This is an optimization exercise on Yosys and OpenROAD, whose aim is small area, a short achievable clock period and few clock cycles, not a production implementation. The RTL was checked by simulation tests, not by an equivalence proof against the original design.

==> flow/design.v (excerpt) <==
module least_squares_slope_core (
    input  logic                                   clk,
    input  logic                                   rst_n,
    input  logic                                   start,
    output logic                                   busy,
    input  logic signed [lss_pkg::SAMPLE_BITS-1:0] x_value,
    input  logic signed [lss_pkg::SAMPLE_BITS-1:0] y_value,
    input  logic                                   last_pair,
    output logic                                   done,
    output logic signed [lss_pkg::OUT_W-1:0]       slope,
    output logic                                   no_spread,
    output logic                                   saturated,
    output logic                                   overflowed,
    output logic [lss_pkg::CNT_W-1:0]              pair_count
);
For scale: ~6,300 cells after synthesis, roughly 84 I/O pins.
export LEC_CHECK = 0
export CAP_MARGIN = 20
export CORE_MARGIN = 2
export CORE_UTILIZATION = 65
export PLACE_DENSITY = 0.8
export SLEW_MARGIN = 20
create_clock -name core_clock -period 11.0 [get_ports {clk}]
standard.sh (not shown) runs the stock make flow with config.mk's settings and CLKGATE_MAP_FILE= SYNTH_SCRIPT=/design/flow/synth_recipe.tcl, a recipe that flattens the netlist after the stock synthesis.
==> flow/flow/run.sh <==
#!/bin/bash
# standard layout, with timing repair aiming further below the clock period
set -euo pipefail
export SETUP_SLACK_MARGIN=6.5
bash standard.sh > flow.log 2>&1
The first run produced a clean layout.
Testbench counts at the start, summed over its fixed seeds: cycles 26,290.
Rerun with:
--- a/flow/design.v
+++ b/flow/design.v
@@ -310,43 +310,22 @@
     logic [3:0]  step_nx;
     logic [3:0]  k_run;
     logic [26:0] sxe;
     logic [12:0] ne;
     logic [2:0]  sdig_nx;
     logic [2:0]  ndig_nx;
     logic        s_one_nx, s_two_nx, s_neg_nx;
     logic        n_one_nx, n_two_nx, n_neg_nx;
-    logic [3:0]  k0;
-    logic [26:0] sxc;
-    logic [12:0] nc;
-    logic [12:0] nz;    
-    assign sxc = {sx, 1'b0};
-    assign nc  = {1'b0, cnt, 1'b0};
-    always_comb
-    begin
-        for (int k = 0; k < 13; k++)
-        begin
-            nz[k] = (sxc[2*k+2] != sxc[2*k+1]) | (sxc[2*k+1] != sxc[2*k]);
-            if (k <= 5) nz[k] = nz[k] | (nc[2*k+2] | nc[2*k+1] | nc[2*k]);
-        end
-        k0 = 4'd0;
-        for (int k = 1; k < 13; k++)
-        begin
-            if (nz[k]) k0 = 4'(k);
-        end
-    end
-    assign step_nx = cap ? 4'd12 - k0 : m_step + 4'd1;
+    assign step_nx = cap ? 4'd0 : m_step + 4'd1;
     assign k_run   = 4'd11 - m_step;
     assign sxe     = {m_sx, 1'b0};
     assign ne      = {1'b0, m_n, 1'b0};
-    assign sdig_nx = cap ? sxc[2*k0 +: 3]
-                         : ((k_run > 4'd12) ? 3'b000 : sxe[2*k_run +: 3]);
-    assign ndig_nx = cap ? ((k0 > 4'd5) ? 3'b000 : nc[2*k0 +: 3])
-                         : ((k_run > 4'd5) ? 3'b000 : ne[2*k_run +: 3]);
+    assign sdig_nx = cap ? sx[SXW-1:SXW-3] : ((k_run > 4'd12) ? 3'b000 : sxe[2*k_run +: 3]);
+    assign ndig_nx = (cap || (k_run > 4'd5)) ? 3'b000 : ne[2*k_run +: 3];
     lss_booth u_bs (.b(sdig_nx), .one(s_one_nx), .two(s_two_nx), .neg(s_neg_nx));
     lss_booth u_bn (.b(ndig_nx), .one(n_one_nx), .two(n_two_nx), .neg(n_neg_nx));
     logic [SXYW-1:0] sxy_sum;
     logic [SXXW-1:0] sxx_sum;
     assign sxy_sum = sxy_s + sxy_c;
     assign sxx_sum = sxx_s + sxx_c;
     always_ff @(posedge clk or negedge rst_n)
     begin
Die area shrinks slightly. Wire length shrinks slightly. Final cell count hardly moves. Final area barely changes. Utilization grows by 0.58 points.
Testbench counts after the change, summed over its fixed seeds: cycles 27,076.

--- another note on this design; it stands on its own ---

==> flow/design.v (excerpt) <==
module least_squares_slope_core (
    input  logic                                   clk,
    input  logic                                   rst_n,
    input  logic                                   start,
    output logic                                   busy,
    input  logic signed [lss_pkg::SAMPLE_BITS-1:0] x_value,
    input  logic signed [lss_pkg::SAMPLE_BITS-1:0] y_value,
    input  logic                                   last_pair,
    output logic                                   done,
    output logic signed [lss_pkg::OUT_W-1:0]       slope,
    output logic                                   no_spread,
    output logic                                   saturated,
    output logic                                   overflowed,
    output logic [lss_pkg::CNT_W-1:0]              pair_count
);
    localparam int SXW  = lss_pkg::SX_W;
    localparam int SXYW = lss_pkg::SXY_W;
    localparam int SXXW = lss_pkg::SXX_W;
    localparam int NW   = lss_pkg::NUM_W;
    localparam int DW   = lss_pkg::DEN_W;
    logic               v1;
    logic               l1;
    logic signed [15:0] y1;
    logic               s1;        
    logic [14:0]        w1;        
    logic [7:0]         b1_one;
    logic [7:0]         b1_two;
    logic [7:0]         b1_neg;
    logic               busy_r;
    logic               take;      
    logic [15:0]        xin;
    logic [16:0]        xb;
    logic [7:0]         bo, bt, bn;
    assign xin = x_value & {16{take}};
    assign xb  = {xin, 1'b0};
    for (genvar j = 0; j < 8; j++)
    begin : g_enc
        lss_booth u_e (.b(xb[2*j +: 3]), .one(bo[j]), .two(bt[j]), .neg(bn[j]));
    end
    always_ff @(posedge clk or negedge rst_n)
    begin
        if (!rst_n) v1 <= 1'b0;
        else        v1 <= start & ~busy_r;
    end
    always_ff @(posedge clk)
    begin
        l1     <= last_pair;
        y1     <= y_value;
        s1     <= xin[15];
        w1     <= xin[14:0] ^ {15{xin[15]}};
        b1_one <= bo;
        b1_two <= bt;
        b1_neg <= bn;
    end
    logic signed [15:0] x1;
    assign x1 = {s1, w1 ^ {15{s1}}};
    logic                   fresh;    
    logic                   pend;     
    logic [10:0]            cnt;
    logic signed [SXW-1:0]  sx;
    logic signed [SXW-1:0]  sy;
  ...
==> flow/config.mk <==
export PLATFORM = sky130hd
export DESIGN_NAME = least_squares_slope_core
export DESIGN_NICKNAME = least_squares_slope_core
export VERILOG_FILES = /design/flow/design.v
export SDC_FILE = /design/flow/constraint.sdc
export NUM_CORES = 4
export LEC_CHECK = 0
export CAP_MARGIN = 20
export CORE_MARGIN = 2
export CORE_UTILIZATION = 65
export PLACE_DENSITY = 0.8
export SLEW_MARGIN = 20
export TNS_END_PERCENT = 10
==> flow/constraint.sdc <==
create_clock -name core_clock -period 11.0 [get_ports {clk}]
set_input_delay 2.2000 -clock core_clock [delete_from_list [all_inputs] [get_ports {clk}]]
set_output_delay 2.2000 -clock core_clock [all_outputs]
set_load 0.01 [all_outputs]
standard.sh (not shown) runs the stock make flow with config.mk's settings and CLKGATE_MAP_FILE= SYNTH_SCRIPT=/design/flow/synth_recipe.tcl, a recipe that flattens the netlist after the stock synthesis.
==> flow/flow/run.sh <==
#!/bin/bash
# standard layout, with timing repair aiming further below the clock period
set -euo pipefail
export SETUP_SLACK_MARGIN=6.5
bash standard.sh > flow.log 2>&1
Testbench counts at the start, summed over its fixed seeds: cycles 26,290.
Change:
- CORE_UTILIZATION: 65 -> 70
- PLACE_DENSITY: 0.8 -> 0.85
- TNS_END_PERCENT: 10 -> unset
Result:
- The new run completed without violations
- final area rises slightly
- clock-buffer cell count stays the same
Change:
- CORE_UTILIZATION: 70 -> 65
- CTS_BUF_LIST: unset -> sky130_fd_sc_hd__clkbuf_4 sky130_fd_sc_hd__clkbuf_8
- CTS_CLUSTER_SIZE: unset -> 30
- PLACE_DENSITY: 0.85 -> 0.8
Clock skew came out higher by 24 ps. Worst setup slack got worse by 33 ps. Via count falls by 2.7%. Cell area barely changes.

==> static timing again, ports no longer ideal <==
Ports are ideal in the flow. The routed layouts listed here were re-timed in OpenROAD. Step 1 sets driving cells, clkbuf_16 on the clock port and buf_2 on the other inputs (assumed; they add their load-dependent delay and slew). Step 2 moves the port delays by t, midway between the first and last clock arrival at a register: inputs arrive t later, outputs are due t later. That takes back most of the time a late clock gives input paths. Three values: ideal, step 1, step 2; two values: the first two.
run | t, ns | slack for setup (ns) | hold slack, ns
the first run of note 1 | 0.732 | 6.386 / 6.386 / 6.386 | 0.411 / 0.411 / 0.411
the second run of note 1 | 0.729 | 6.408 / 6.408 / 6.394 | 0.403 / 0.403 / 0.403
the first run of note 2 | 0.724 | 6.294 / 6.294 / 6.170 | 0.440 / 0.440 / 0.440
the second run of note 2 | 0.722 | 6.324 / 6.324 / 6.265 | 0.416 / 0.416 / 0.416
the third run of note 2 | 0.857 | 6.291 / 6.291 / 6.291 | 0.415 / 0.415 / 0.415
After both steps setup and hold are still met in every run listed. The setup slack of the first run of note 2, which loses most, moves by 0.000 ns with the drivers and by -0.124 ns with both steps.
